What follows belongs to an exercise in optimizing a design on an open flow for small area, a short achievable clock period and few clock cycles; a production flow would make more cautious choices.
In this exercise RTL edits were held to simulation tests only and were not proved equivalent to the original.
Power and IR drop assume default switching activity.

<file path="design/flow/run.sh">
#!/bin/bash
# synth_recipe.tcl (not shown) runs the flow's synth.tcl, then flattens the netlist and writes it again
# the make line also repeats each setting of config.mk as NAME=value (left out here)
make -C /OpenROAD-flow-scripts/flow DESIGN_CONFIG=/design/flow/config.mk WORK_HOME=/design/flow/orfs CLKGATE_MAP_FILE= SYNTH_SCRIPT=/design/flow/synth_recipe.tcl finish
</file>
<file path="design/flow/design.v">
package cache_geom_pkg;
	localparam int ADDR_W = 32;
	localparam int TAG_W = 24;
	localparam int INDEX_W = 4;
	localparam int SETS = 16;
	localparam int WORD_SEL_W = 1;
	localparam int WORDS_PER_LINE = 2;
	localparam int WAYS = 2;
	localparam int WORD_W = 64;
	localparam int STRB_W = 8;
	localparam int LINE_W = 128;
	localparam int OFFSET_W = 4;
	localparam int INDEX_LSB = OFFSET_W;
	localparam int TAG_LSB = INDEX_LSB + INDEX_W;
	localparam int WORD_LSB = OFFSET_W - WORD_SEL_W;
	function automatic logic [WORD_W-1:0] strb_merge(
		input logic [WORD_W-1:0] old_data,
		input logic [WORD_W-1:0] new_data,
		input logic [STRB_W-1:0] strb
	);
		logic [WORD_W-1:0] merged;
		for (int i = 0; i < STRB_W; i++) begin
			merged[i*8 +: 8] = strb[i] ? new_data[i*8 +: 8] : old_data[i*8 +: 8];
		end
		strb_merge = merged;
	endfunction
endpackage
package cache_ctrl_pkg;
	typedef enum logic [2:0] {
		ST_IDLE,
		ST_LOOKUP,
		ST_WRITE,
		ST_MISS,
		ST_REFILL,
		ST_DONE
	} ctrl_state_t;
	typedef enum logic {
		OP_READ,
		OP_WRITE
	} req_op_t;
endpackage
`timescale 1ns/1ns
module cache_top (
	input  logic                              clk,
	input  logic                              rst,
	input  logic                              req_valid,
	input  logic                              req_op,
	input  logic [cache_geom_pkg::ADDR_W-1:0] req_addr,
	input  logic [cache_geom_pkg::STRB_W-1:0] wstrb,
	input  logic [cache_geom_pkg::WORD_W-1:0] wdata,
	output logic                              addr_ok,
	output logic                              data_ok,
	output logic [cache_geom_pkg::WORD_W-1:0] rdata,
	output logic                              waxi_valid,
	output logic [cache_geom_pkg::ADDR_W-1:0] waxi_addr,
	output logic [cache_geom_pkg::LINE_W-1:0] waxi_data,
	input  logic                              waxi_ready,
	output logic                              raxi_valid,
	output logic [cache_geom_pkg::ADDR_W-1:0] raxi_addr,
	input  logic                              raxi_dvalid,
	input  logic                              raxi_dlast,
	input  logic [cache_geom_pkg::WORD_W-1:0] raxi_data
);
	localparam int QD = 8;    
	localparam int QW = 3;
	logic [63:0] dq [64];
	logic [23:0] tq [32];
	logic [31:0] valid_q, dirty_q;
	logic        rr_q;
	logic        sk_v, r1_v;
	logic        sk_op, r1_op;
	logic [23:0] sk_tag, r1_tag;
	logic [3:0]  sk_set, r1_set;
	logic        sk_word, r1_word;
	logic [7:0]  r1_strb;
	logic [63:0] r1_wdata;
	logic [7:0]  wd_strb [2];
	logic [63:0] wd_data [2];
	logic        wr_p, rd_p;
	logic [23:0] p_t0, p_t1;
	logic        p_v0, p_v1, p_d0, p_d1;
	logic acc, adv, r1_free, r1_load;
	logic [3:0] ns;
	logic addr_ok_q;          
	assign addr_ok = addr_ok_q;
	assign acc = req_valid && !sk_v;
	assign r1_free = !r1_v || adv;
	assign r1_load = r1_free && (sk_v || acc);
	assign ns = sk_v ? sk_set : req_addr[7:4];
	always_ff @(posedge clk) begin
		if (rst) begin
			sk_v <= 1'b0;
			r1_v <= 1'b0;
			addr_ok_q <= 1'b1;
		end else if (r1_free) begin
			addr_ok_q <= 1'b1;
			r1_v <= sk_v || acc;
			sk_v <= 1'b0;
		end else if (acc) begin
			sk_v <= 1'b1;
			addr_ok_q <= 1'b0;
		end
	end
	always_ff @(posedge clk) begin
		if (r1_free) begin
			if (sk_v) begin
				r1_op <= sk_op;
				r1_tag <= sk_tag;
				r1_set <= sk_set;
				r1_word <= sk_word;
			end else begin
				r1_op <= req_op;
				r1_tag <= req_addr[31:8];
				r1_set <= req_addr[7:4];
				r1_word <= req_addr[3];
			end
		end
		if (!sk_v) begin
			sk_op <= req_op;
			sk_tag <= req_addr[31:8];
			sk_set <= req_addr[7:4];
			sk_word <= req_addr[3];
		end
	end
	always_ff @(posedge clk) begin
		if (rst) begin
			wr_p <= 1'b0;
			rd_p <= 1'b0;
		end else begin
			if (acc) wr_p <= !wr_p;
			if (adv) rd_p <= !rd_p;
		end
	end
	always_ff @(posedge clk) begin
		if (acc) begin
			wd_strb[wr_p] <= wstrb;
			wd_data[wr_p] <= wdata;
		end
	end
	assign r1_strb = wd_strb[rd_p];
	assign r1_wdata = wd_data[rd_p];
	logic [QD-1:0] q_v, q_rdy, q_op, q_word;
	logic [4:0]    q_ln [QD];
	logic [QW-1:0] q_head, q_tail;
	logic        mp_v;        
	logic        m_req;       
	logic        m_beat;      
	logic [4:0]  m_ln;
	logic        m_op, m_word;
	logic [7:0]  m_strb;
	logic [63:0] m_wdata;
	logic [27:0] m_raddr;
	logic [QW-1:0] m_qidx;
	logic         wbr_v;      
	logic [27:0]  vr_addr;
	logic         wb_v;
	logic [27:0]  wb_addr;
	logic [127:0] wb_data;
	logic          b_v;
	logic [63:0]   b_oh;      
	logic [63:0]   b_data;
	logic        w3_v;        
	logic [5:0]  w3_wi;
	logic [63:0] w3_oh;
	logic [7:0]  w3_strb;
	logic [63:0] w3_wdata;
	logic        vdec, rdec;
	logic        rs_v, rs_rd, rs_vic, rs_word;
	logic [31:0] rs_oh;       
	logic        conf_q;      
	logic        vdec_q, rv_q;
	logic beat_now, fill_done_now, mload;
	assign beat_now = m_req && raxi_dvalid;
	assign fill_done_now = beat_now && m_beat;
	assign mload = !mp_v || fill_done_now;
	assign vdec = vdec_q;
	logic [4:0]  vln, hln;
	logic        h0, h1, hit, vway, vdirty;
	logic        w_conf, v_conf, stall;
	assign h0 = p_v0 && (p_t0 == r1_tag);
	assign h1 = p_v1 && (p_t1 == r1_tag);
	assign hit = h0 || h1;
	assign hln = {h1, r1_set};
	assign vway = !p_v0 ? 1'b0 : !p_v1 ? 1'b1 : rr_q;
	assign vln = {vway, r1_set};
	assign vdirty = vway ? (p_v1 && p_d1) : (p_v0 && p_d0);
	always_comb begin
		w_conf = 1'b0;
		v_conf = 1'b0;
		for (int e = 0; e < QD; e++) begin
			if (q_v[e] && !q_op[e] && q_ln[e][3:0] == r1_set && q_word[e] == r1_word)
				w_conf = 1'b1;
			if (q_v[e] && !q_op[e] && q_ln[e] == vln)
				v_conf = 1'b1;
		end
	end
	assign stall = q_v[q_tail] || (r1_op && w3_v && b_v) ||
		(hit ? (r1_op && (w_conf || (mp_v && m_raddr == {r1_tag, r1_set}))) :
		       ((mp_v && !fill_done_now) || v_conf));
	assign adv = r1_v && !stall;
	logic alloc, whit;
	assign alloc = adv && !hit;
	assign whit = adv && hit && r1_op;
	always_ff @(posedge clk) begin
		if (rst) begin
			valid_q <= '0;
			dirty_q <= '0;
			rr_q <= 1'b0;
		end else begin
			if (whit) dirty_q[hln] <= 1'b1;
			if (alloc) begin
				valid_q[vln] <= 1'b1;
				dirty_q[vln] <= r1_op;
				rr_q <= !rr_q;
			end
		end
	end
	logic [31:0] a_oh;
	logic [23:0] a_tag;
	always_ff @(posedge clk) begin
		if (rst) a_oh <= '0;
		else a_oh <= alloc ? 32'b1 << vln : '0;
		a_tag <= r1_tag;
	end
	for (genvar l = 0; l < 32; l++) begin : g_tag
		always_ff @(posedge clk) begin
			if (a_oh[l]) tq[l] <= a_tag;
		end
	end
	logic fw_same;
	assign fw_same = r1_v && r1_set == ns;
	always_ff @(posedge clk) begin
		if (r1_load) begin
			p_t0 <= (fw_same && alloc && !vway) ? r1_tag :
				a_oh[{1'b0, ns}] ? a_tag : tq[{1'b0, ns}];
			p_t1 <= (fw_same && alloc && vway) ? r1_tag :
				a_oh[{1'b1, ns}] ? a_tag : tq[{1'b1, ns}];
			p_v0 <= (fw_same && alloc && !vway) || valid_q[{1'b0, ns}];
			p_v1 <= (fw_same && alloc && vway) || valid_q[{1'b1, ns}];
			p_d0 <= (fw_same && alloc && !vway) ? r1_op :
				((fw_same && whit && !h1) || dirty_q[{1'b0, ns}]);
			p_d1 <= (fw_same && alloc && vway) ? r1_op :
				((fw_same && whit && h1) || dirty_q[{1'b1, ns}]);
		end
	end
	logic mp_v_n, m_req_n, wbr_v_n, wb_v_n, w3_v_n, vdec_n, conf_n;
	assign mp_v_n = alloc || (mp_v && !fill_done_now);
	assign m_req_n = !alloc && !fill_done_now && (m_req || raxi_valid);
	assign wbr_v_n = alloc ? vdirty : (wbr_v && !vdec);
	assign wb_v_n = rs_vic || (wb_v && !waxi_ready);
	assign w3_v_n = (w3_v && b_v) || whit;
	assign vdec_n = wbr_v_n && !wb_v_n && !vdec && !(w3_v_n && beat_now);
	assign conf_n = (vdec ? vr_addr : wb_addr) == (mload ? {r1_tag, r1_set} : m_raddr);
	always_ff @(posedge clk) begin
		if (rst) begin
			vdec_q <= 1'b0;
			rv_q <= 1'b0;
		end else begin
			vdec_q <= vdec_n;
			rv_q <= mp_v_n && (m_req_n || ((!wbr_v_n || vdec_n) && !(wb_v_n && conf_n)));
		end
	end
	assign raxi_valid = rv_q;
	assign raxi_addr = {m_raddr, 4'h0};
	always_ff @(posedge clk) begin
		if (rst) begin
			mp_v <= 1'b0;
			m_req <= 1'b0;
			m_beat <= 1'b0;
			b_v <= 1'b0;
			b_oh <= '0;
		end else begin
			b_v <= beat_now;
			b_oh <= beat_now ? 64'b1 << {m_ln, m_beat} : '0;
			if (raxi_valid && !m_req) m_req <= 1'b1;
			if (beat_now) m_beat <= !m_beat;
			if (fill_done_now) begin
				mp_v <= 1'b0;
				m_req <= 1'b0;
			end
			if (alloc) begin
				mp_v <= 1'b1;
				m_req <= 1'b0;
				m_beat <= 1'b0;
			end
		end
	end
	always_ff @(posedge clk) begin
		if (mload) begin
			m_ln <= vln;
			m_op <= r1_op;
			m_word <= r1_word;
			m_strb <= r1_strb;
			m_wdata <= r1_wdata;
			m_raddr <= {r1_tag, r1_set};
			m_qidx <= q_tail;
			vr_addr <= {vway ? p_t1 : p_t0, r1_set};
		end
	end
	always_ff @(posedge clk) begin
		if (beat_now) begin
			for (int b = 0; b < 8; b++)
				b_data[b*8 +: 8] <= (m_op && m_beat == m_word && m_strb[b]) ?
					m_wdata[b*8 +: 8] : raxi_data[b*8 +: 8];
		end
	end
	logic [127:0] rline;
	always_ff @(posedge clk) begin
		if (rst) begin
			wbr_v <= 1'b0;
			wb_v <= 1'b0;
		end else begin
			if (wb_v && waxi_ready) wb_v <= 1'b0;
			if (rs_vic) wb_v <= 1'b1;
			if (vdec) wbr_v <= 1'b0;
			if (alloc) wbr_v <= vdirty;
		end
	end
	always_ff @(posedge clk) begin
		if (vdec) wb_addr <= vr_addr;
		if (rs_vic) wb_data <= rline;
		conf_q <= conf_n;
	end
	assign waxi_valid = wb_v;
	assign waxi_addr = {wb_addr, 4'h0};
	assign waxi_data = wb_data;
	logic [63:0] wbus;
	logic [5:0]  hwi;
	assign wbus = b_v ? b_data : w3_wdata;
	assign hwi = {hln, r1_word};
	always_ff @(posedge clk) begin
		if (rst) begin
			w3_v <= 1'b0;
		end else if (!(w3_v && b_v)) begin
			w3_v <= whit;
		end
	end
	always_ff @(posedge clk) begin
		if (!(w3_v && b_v)) begin
			w3_wi <= hwi;
			w3_oh <= 64'b1 << hwi;
			w3_strb <= r1_strb;
			w3_wdata <= r1_wdata;
		end
	end
	for (genvar i = 0; i < 64; i++) begin : g_data
		logic wf, ww;
		assign wf = b_oh[i];
		assign ww = w3_v && !b_v && w3_oh[i];
		always_ff @(posedge clk) begin
			for (int b = 0; b < 8; b++) begin
				if (wf || (ww && w3_strb[b])) dq[i][b*8 +: 8] <= wbus[b*8 +: 8];
			end
		end
	end
	logic [QW-1:0] h;
	logic          ok_q;
	logic [63:0]   rdata_q;
	assign h = q_head;
	assign rdec = q_v[h] && q_rdy[h] && (q_op[h] ||
		(!vdec && !(w3_v && b_v && {q_ln[h], q_word[h]} == w3_wi)));
	always_ff @(posedge clk) begin
		if (rst) begin
			rs_v <= 1'b0;
			rs_vic <= 1'b0;
		end else begin
			rs_v <= rdec;
			rs_vic <= vdec;
		end
	end
	always_ff @(posedge clk) begin
		rs_rd <= rdec && !q_op[h];
		rs_oh <= 32'b1 << (vdec ? m_ln : q_ln[h]);
		rs_word <= q_word[h];
	end
	always_comb begin
		rline = '0;
		for (int l = 0; l < 32; l++)
			rline = rline | ({dq[2*l+1], dq[2*l]} & {128{rs_oh[l]}});
	end
	always_ff @(posedge clk) begin
		if (rst) begin
			q_v <= '0;
			q_head <= '0;
			q_tail <= '0;
			ok_q <= 1'b0;
		end else begin
			ok_q <= rs_v;
			if (rdec) begin
				q_v[h] <= 1'b0;
				q_head <= q_head + 1'b1;
			end
			if (adv) begin
				q_v[q_tail] <= 1'b1;
				q_tail <= q_tail + 1'b1;
			end
		end
	end
	always_ff @(posedge clk) begin
		if (fill_done_now) q_rdy[m_qidx] <= 1'b1;
		if (!q_v[q_tail]) begin
			q_rdy[q_tail] <= hit;
			q_op[q_tail] <= r1_op;
			q_word[q_tail] <= r1_word;
			q_ln[q_tail] <= hit ? hln : vln;
		end
	end
	always_ff @(posedge clk) begin
		if (rs_rd) rdata_q <= rs_word ? rline[127:64] : rline[63:0];
	end
	assign data_ok = ok_q;
	assign rdata = rdata_q;
endmodule
</file>
<file path="design/flow/constraint.sdc">
create_clock -name core_clock -period 6.5 [get_ports {clk}]
set_input_delay 1.3000 -clock core_clock [delete_from_list [all_inputs] [get_ports {clk}]]
set_output_delay 1.3000 -clock core_clock [all_outputs]
set_load 0.01 [all_outputs]
</file>
<file path="design/flow/config.mk">
export PLATFORM = sky130hd
export DESIGN_NAME = cache_top
export DESIGN_NICKNAME = cache_top
export VERILOG_FILES = /design/flow/design.v
export SDC_FILE = /design/flow/constraint.sdc
export NUM_CORES = 4
export LEC_CHECK = 0
export CAP_MARGIN = 20
export CORE_MARGIN = 2
export CORE_UTILIZATION = 60
export CTS_CLUSTER_DIAMETER = 80
export CTS_CLUSTER_SIZE = 25
export SETUP_SLACK_MARGIN = 3.6
export SLEW_MARGIN = 20
</file>
==> summary.txt, run 1 <==
- Initial antenna violation count: 56
- Maximum buffer depth of the clock tree: 4
- Max VDD drop: 0.235 mV
- Nets: 13.2k
- Clock tree sinks: 5,998
- Critical Path Max Stage Delay: 0.54 ns
- Hold endpoint: valid_q[19]
- Placement Rows: 222
- CTS HTree Levels: 5
- CP Launch Type: flop
- Top_reg_cell synth: edfxtp_1
- Vias per Instance: 7.62
- Cells after Synth: 12.5k
- Drt wl/cell: 46.5 microns
- Critical Path, Cell by Cell: buf_6, xor2_4, nor4_4, buf_4, a32oi_1, nand4_1, or3_4, buf_6, or3_1, buf_12, mux2_4
- Grt total ovfl: 0
- Worst Hold Depth: 2
- Final Slew Violations: 0
- Crit-path most repeated cell: buf_6
- Layout cell share with drive strength beyond 1: 17.0%
- Largest fanout on the critical path: 26
- Synthesis-stage register bit count: 5,998
- Worst path slowest cell: edfxtp_1
- Kind of cell adding the most delay to the critical path: simple AND/OR/NAND/NOR gates
- IO Port Bufs: 422
- Routed vias: 137k
- CP bufs+invs: 4
- DP Cell Count: 17.2k
- Worst min path class: reg -> reg
- Fmax: 309 MHz
- Worst setup EP type: flop
- Root Driver: clkbuf_16
- Final hold vios: 0
- FF-to-FF path depth: 11
- Crit share post-route: 49.8%
- Largest net degree at the start of global routing: 80
- Critical path required time: 7.24 ns
- Die area: 374,000 sq um
- CTS buffer count: 281
- Worst hold slack: 0.465 ns
- Slew @ Worst Pin: 1.41 ns
- Min-delay src: valid_q[19]
- Post-Layout Cell Count: 17.9k
- Commonest non-fill, non-tap cell in the layout: edfxtp_1
- Syn avg cell area: 17.7 sq um
- Distinct cells, synth: 77
- Outcome: no timing/DRC/antenna violations
- YS warnings: 3
- FFs w/ async S/R, synth: 0%
- I/O pin cnt: 435
- Synth Cell Area: 221,000 sq um
- Setup violations, final: 0
- Normalized max-slew margin: 5.77%
- First-pass GRT wire length: 1,090,000 microns
- Critical Path Start: r1_set[3]
- CTS clk-pin slew, worst paths: 0.11 ns
- GRT Util Overall: 43.6%
- Leakage power: 0.0816 uW
- Post-layout min period: 3.24 ns
- CTS Hold Bufs: 0
- Final design utilization: 66.8%
- Area Growth Syn to Fin: 10.7%
- Worst r2r dst: p_t0[10]
- Routed Antenna Nets: 0
- Die Wd: 611 microns
- Routed WL: 833,000 microns
- Number of synthesized flops with an enable pin: 5,650
- Crit path kind: reg -> reg
- Fillers: 24.6k
- CTS tree: yes
- First-pass detailed-route iteration total: 8
- Final setup skew: 0.0576 ns
- Iter 0 DRT Violations: 26.5k
- Core area: 366,000 sq um
- Critical R2R Launch: r1_set[3]
- RSZ-0062 raised after global routing: true
- Power Density: 315 nW/um^2
- Sequential area share after synthesis: 79.8%
- Residual DRC count: 0
- RePlAce Congestion: 0.979
- Setup TNS: 0 ns
- Post-DP HPWL: 476,000 microns
- Number of global-route vias before repair: 125k
- Worst skew pair latency: 1.01 ns
- Starting Density: 60.4%
- Max-Cap Viols: 0
- Register-to-Register Setup Slack: 3.26 ns
- Most frequent cells in the layout: 5,650 x edfxtp_1, 1,831 x a22oi_1, 439 x a21o_1
- Die height: 611 microns
- CP arrival: 3.98 ns
stage by stage:
stage	setup WS, ns	power, uW	instance area (sq um)
floorplan	2.82	50400	222000
finish	3.26	77200	245000
global placement	1.62	55900	231000
CTS	3.30	76300	243000
detailed placement	1.59	56100	232000
global route	3.22	78300	245000
report_power, final:
part / internal, uW / switching (uW) / leakage (uW)
clock network: 8560 / 11900 / 0.00389
registers: 44200 / 993 / 0.0544
logic: 3570 / 7970 / 0.0233
total: 56300 / 20900 / 0.0816
registers in the layout (all words and copies together) (netlist names), 32 cells and up, named ones only:
register,count
a_oh,32
b_data,64
b_oh,64
dirty_q,32
dq,4096
m_wdata,64
q_ln,40
rdata_q,64
rs_oh,32
tq,768
valid_q,32
w3_oh,64
w3_wdata,64
wb_data,128
wd_data,128
cell type report:
cell class	count	area [sq um]	share of cell area, %
Antenna cell	50	125	0.0511
Clock buffer	357	7670	3.13
Clock inverter	24	314	0.128
Inverter	66	323	0.132
Multi-Input combinational cell	5555	43000	17.5
Sequential cell	5998	177000	72.3
Tap cell	4816	6030	2.46
Timing Repair Buffer	1064	10500	4.28
Timing Repair inverter	4	30.0	0.0123
worst max-delay path by stage:
stage,endpoint,cells after the start
after floorplan,dirty_q[17],7
after global placement,p_t1[16],11
after detailed placement,p_t1[3],11
after CTS,p_t1[19],10
after global routing,p_t0[10],12
final,p_t0[10],11
synth_stat cells (17+ instances only):
| cell type | n | area share, % |
|---|---|---|
| a21o_1 | 519 | 1.8 |
| a21oi_1 | 105 | 0.24 |
| a221oi_1 | 289 | 1.1 |
| a22o_1 | 279 | 1.1 |
| a22oi_1 | 1849 | 6.3 |
| and2_1 | 78 | 0.22 |
| and3_1 | 31 | 0.088 |
| buf_1 | 221 | 0.38 |
| buf_2 | 17 | 0.038 |
| clkbuf_1 | 644 | 1.1 |
| dfxtp_1 | 348 | 3.1 |
| edfxtp_1 | 5650 | 77 |
| ha_1 | 17 | 0.096 |
| inv_1 | 60 | 0.10 |
| mux2_2 | 415 | 2.1 |
| mux2_4 | 19 | 0.13 |
| mux2i_1 | 55 | 0.25 |
| mux4_2 | 20 | 0.20 |
| nand2_1 | 275 | 0.47 |
| nand2b_1 | 19 | 0.054 |
| nand3_1 | 331 | 0.75 |
| nand4_1 | 336 | 0.95 |
| nor2_1 | 264 | 0.45 |
| nor2b_1 | 17 | 0.048 |
| nor3_1 | 26 | 0.059 |
| nor4_1 | 36 | 0.10 |
| o21ai_0 | 37 | 0.084 |
| o22ai_1 | 29 | 0.082 |
| o31ai_1 | 17 | 0.058 |
| or4_1 | 129 | 0.44 |
| xnor2_1 | 99 | 0.39 |
| xor2_1 | 74 | 0.29 |
routing by layer:
metal	GRT usage [%]	vias to the layer above	wire [microns]
met3	13.2	2506	124000
met2	63.7	12548	362000
met1	58.1	69764	283000
met4	26.0	38	63700
met5	0.439	-	502
li1	-	51780	-
worst min-delay path, stage by stage (launching register included):
cell and delay [ns]:
dfxtp_1 0.32, inv_1 0.06, a21oi_1 0.06
cells by family (layout without fill, tap and decap cells):
logic type | Yosys count | count (layout) | synth area share (%)
AOI/OAI and AO/OA | 3236 | 3245 | 11.2
buffers and inverters | 961 | 1515 | 1.67
xor gates and xnor gates | 173 | 173 | 0.685
and+or+nand+nor | 1600 | 1603 | 3.84
DFF | 5998 | 5998 | 79.8
adders and majority gates | 17 | 17 | 0.0962
muxes | 509 | 509 | 2.69
other | 1 | 58 | 0.00170
repair_timing:
action,4_1_cts,5_1_grt
gates cloned,37,7
endpoints found under the setup margin,3417,1758
resized for setup,1488,217
buffers inserted,179,91
pin swaps,58,73
Testbench counts, summed over its fixed seeds: cycles 9,331.
==> inputs of run 2 (changes only) <==
--- a/design/flow/config.mk
+++ b/design/flow/config.mk
@@ -7,8 +7,8 @@
 export LEC_CHECK = 0
 export CAP_MARGIN = 20
 export CORE_MARGIN = 2
-export CORE_UTILIZATION = 60
+export CORE_UTILIZATION = 55
 export CTS_CLUSTER_DIAMETER = 80
 export CTS_CLUSTER_SIZE = 25
-export SETUP_SLACK_MARGIN = 3.6
+export SETUP_SLACK_MARGIN = 3.0
 export SLEW_MARGIN = 20
==> run 2 against run 1 <==
Still clean on timing, DRC and antenna. Register-to-register slack worse by 0.34 ns. Non-clock buffer count is 241 lower. Clock-buffer cell count is 13 lower. Core utilization is 6.6 points lower. Flip-flop and latch count stayed put. Clock skew is 0.0054 ns higher. Sequential share of layout area is 1.1 points higher. Critical path type unchanged. Critical endpoint is now dq[60][37].
==> summary.txt, run 2 <==
- Final Slew Violations: 0 (unchanged)
- Largest net degree at the start of global routing: 81 (+1.3%)
- Post-layout min period: 3.57 ns (+0.336 ns)
- Outcome: no timing/DRC/antenna violations
- Slew @ Worst Pin: 1.42 ns (+0.00864 ns)
- Number of synthesized flops with an enable pin: 5,650 (unchanged)
- GRT Util Overall: 38.4% (-5.2 points)
- Critical Path Max Stage Delay: 1.15 ns (+0.61 ns)
- Largest fanout on the critical path: 53 (+100%)
- Logic pwr share: 13.6% (-1.3 points)
- Setup TNS: 0 ns (unchanged)
- NetSw: 20,500 uW (-1.9%)
- Crit path kind: reg -> reg
- Iter 0 DRT Violations: 24.5k (-7.6%)
- Drt wl/cell: 43.9 microns (-5.5%)
- Share of the synthesized area in the top cell type: 76.7% (unchanged)
- Distinct cells, synth: 77 (unchanged)
- Final instance area: 241,000 sq um (-1.6%)
- Seq pwr share: 59.5% (+1.0 points)
- Setup violations, final: 0 (unchanged)
- Fmax: 280 MHz (-9.4%)
- Synth Cell Area: 221,000 sq um (unchanged)
- DP Cell Count: 17.6k (+2.6%)
- First-pass detailed-route iteration total: 7 (-1)
- Normalized max-slew margin: 5.32% (-0.45 points)
- Top_reg_cell synth: edfxtp_1
- Pre-CTS setup slack: 1.59 ns (-0.000180 ns)
- Root Driver: clkbuf_16
- WL met1: 285,000 microns (+0.64%)
- Die height: 638 microns (+4.4%)
- Worst setup EP type: flop
- Initial antenna violation count: 70 (+25%)
- CTS clk-pin slew, worst paths: 0.10 ns (about the same)
- Worst path slowest cell: and2_1
- Kind of cell adding the most delay to the critical path: simple AND/OR/NAND/NOR gates
- RePlAce Congestion: 0.973 (-0.62%)
- I/O pin cnt: 435 (unchanged)
- Routed WL: 798,000 microns (-4.2%)
- Most common cell in the netlist: edfxtp_1
- CP Launch Type: flop
- Post-Layout Cell Count: 18.2k (+1.3%)
- Placement Rows: 232 (+4.5%)
- Sw frac: 26.9% (-0.16 points)
- Worst skew pair latency: 1.04 ns (+0.03 ns)
- Uppermost routed layer: met5
- Pint: 55,700 uW (-1.1%)
- Max VDD drop: 0.309 mV (+31%)
- Synthesis-stage register bit count: 5,998 (unchanged)
- YS warnings: 3 (unchanged)
- Die Wd: 638 microns (+4.4%)
- Die area: 407,000 sq um (+9.0%)
- Layout cell share with drive strength beyond 1: 10.7% (-6.3 points)
- Grt total ovfl: 0 (unchanged)
- Power Density: 316 nW/um^2 (+0.25%)
- Routed Antenna Nets: 0 (unchanged)
- Starting Density: 55.3% (-5.1 points)
- Final WS setup: 2.93 ns (-0.336 ns)
- FFs w/ async S/R, synth: 0% (unchanged)
- Core area: 400,000 sq um (+9.2%)
- CP bufs+invs: 1 (-3)
- Leakage power: 0.0795 uW (-2.6%)
- Number of global-route vias before repair: 123k (-1.6%)
- Synth top cells by count: 5,650 x edfxtp_1, 1,849 x a22oi_1, 644 x clkbuf_1
- Clk pwr share: 26.8% (+0.3 points)
- Worst min path class: reg -> reg
- IO Port Bufs: 422 (unchanged)
- Top reg by flops: dq
- Critical path required time: 7.15 ns (-0.09 ns)
- RSZ-0062 raised after global routing: true
- Routed vias: 133k (-2.4%)
- CP arrival: 4.22 ns (+0.24 ns)
- Sequential area share after synthesis: 79.8% (unchanged)
- Residual DRC count: 0 (unchanged)
- Nets: 12.9k (-1.9%)
- CTS HTree Levels: 5 (unchanged)
- Metal2 WL: 353,000 microns (-2.4%)
- Largest cells by area after synthesis: edfxtp_1 77%, a22oi_1 6.3%, dfxtp_1 3.1%, mux2_2 2.1%, a21o_1 1.8%
- CTS tree: yes
- Critical Path, Cell by Cell: nor2b_4, buf_4, and2_1, a21o_1
- Vias per Instance: 7.33 (-3.7%)
- Post-DP HPWL: 473,000 microns (-0.76%)
- Worst hold slack: 0.455 ns (-0.0102 ns)
- Maximum buffer depth of the clock tree: 4 (unchanged)
- CTS buffer count: 283 (+0.71%)
- Clock tree sinks: 5,998 (unchanged)
- Top Registers: dq: 4096 flops, tq: 768 flops
- Crit share post-route: 55.0% (+5.2 points)
- Final hold vios: 0 (unchanged)
- Syn avg cell area: 17.7 sq um (unchanged)
- Synth area leader: edfxtp_1
- Placed Instance Area: 232,000 sq um (+0.22%)
- Max reg flops: 4,096 (unchanged)
- Most frequent cells in the layout: 5,650 x edfxtp_1, 1,833 x a22oi_1, 517 x a21o_1
- Final setup skew: 0.0630 ns (+0.00540 ns)
- Max-Cap Viols: 0 (unchanged)
- First-pass GRT wire length: 1,060,000 microns (-2.8%)
- Area Growth Syn to Fin: 8.97%
- Commonest non-fill, non-tap cell in the layout: edfxtp_1
- Cells after Synth: 12.5k (unchanged)
- Met3 WL post-DR: 110,000 microns (-11%)
- CTS Hold Bufs: 0 (unchanged)
[run 2: cell types whose count changed in the layout (fill, tap and decap cells not counted), moves of 59 or more]
| cell | delta |
|---|---|
| clkdlybuf4s50_1 | +245 |
| buf_2 | -207 |
| a21o_1 | +78 |
| a21o_2 | -77 |
| buf_6 | -69 |
| buf_4 | -65 |
| dfxtp_1 | +59 |
[run 2: final timing paths]
kind                            cells past startpoint  slack [ns]   startpoint          end
worst max-delay path                                4        2.93          b_v   dq[60][37]
worst min-delay path                                2        0.46  valid_q[30]  valid_q[30]
worst max register to register                      4        2.93          b_v   dq[60][37]
worst min register to register                      2        0.46  valid_q[30]  valid_q[30]
[run 2: cell families after synthesis]
family,after synthesis,share of synthesized area [%]
AOI/OAI and AO/OA,3236,11.2
xor gates and xnor gates,173,0.685
adders and majority gates,17,0.0962
buffers and inverters,961,1.67
DFF,5998,79.8
muxes,509,2.69
other,1,0.00170
and+or+nand+nor,1600,3.84
[run 2: layout make-up]
| type | instances | area [sq um] |
|---|---|---|
| Clock buffer | 344 | 7470 |
| Fill cell | 29206 | 159000 |
| Multi-Input combinational cell | 5548 | 41400 |
| Tap cell | 5265 | 6590 |
| Sequential cell | 5998 | 177000 |
| Clock inverter | 39 | 513 |
| Inverter | 66 | 273 |
| Antenna cell | 93 | 233 |
| Timing Repair Buffer | 823 | 7730 |
[run 2: per-stage QoR]
stage	util (%)	total power, uW
floorplan	-	50400
global placement	58.0	56000
detailed placement	58.0	56200
CTS	60.1	75800
global route	60.2	77600
finish	60.3	76200
[run 2: power by group through the flow]
stage | Combinational [uW] | Sequential, uW | Clock [uW]
after floorplan | 5020 | 45400 | 0
after global placement | 9750 | 46200 | 0
after detailed placement | 9900 | 46300 | 0
after CTS | 10100 | 45300 | 20400
after global routing | 10600 | 45400 | 21600
final | 10400 | 45400 | 20500
[run 2: per-layer routing]
metal	track usage [%]	vias up
met5	0	-
met4	19.3	38
met3	10.9	1821
met2	57.3	11075
met1	52.1	69059
li1	-	51300
[run 2: repair_timing]
| item | 4_1_cts | 5_1_grt |
|---|---|---|
| cloned | 5 | 0 |
| endpoints found under the setup margin | 329 | 297 |
| gates resized for setup | 36 | 39 |
| buffers inserted | 46 | 6 |
| pin swaps | 5 | 5 |
[run 2: worst reg2reg max path: cells and delay by family (launching register included)]
family,cells,cell delay (ns)
AO/OA/AOI/OAI,1,0.79
buffers and inverters,1,0.45
flip-flops,1,0.43
AND/OR/NAND/NOR,2,1.51

static timing again, ports no longer ideal:
The flow's constraints put no driver on any port. The routed layouts listed below were extracted and timed again, unchanged, in two steps. Step 1 assumes that a clkbuf_16 drives the clock port and a buf_2 every other input. Step 2 also shifts input and output timing later by t, the mid clock arrival at the registers, as if the neighbouring blocks saw the same clock. a / b / c = ideal / step 1 / step 2; a / b = the first two.
| run | t, ns | setup WS [ns] | hold slack, ns | worst register clock-pin slew, ns |
|---|---|---|---|---|
| run 1 | 1.105 | 3.262 / 3.262 / 2.348 | 0.465 / 0.465 / 0.465 | 0.11 / 0.11 |
| run 2 | 1.140 | 2.926 / 2.926 / 1.966 | 0.455 / 0.455 / 0.455 | 0.11 / 0.11 |
After both steps setup and hold are still met in every run listed. For run 2, which loses most, drivers alone change the setup slack by 0.000 ns; drivers and shift together by -0.960 ns.
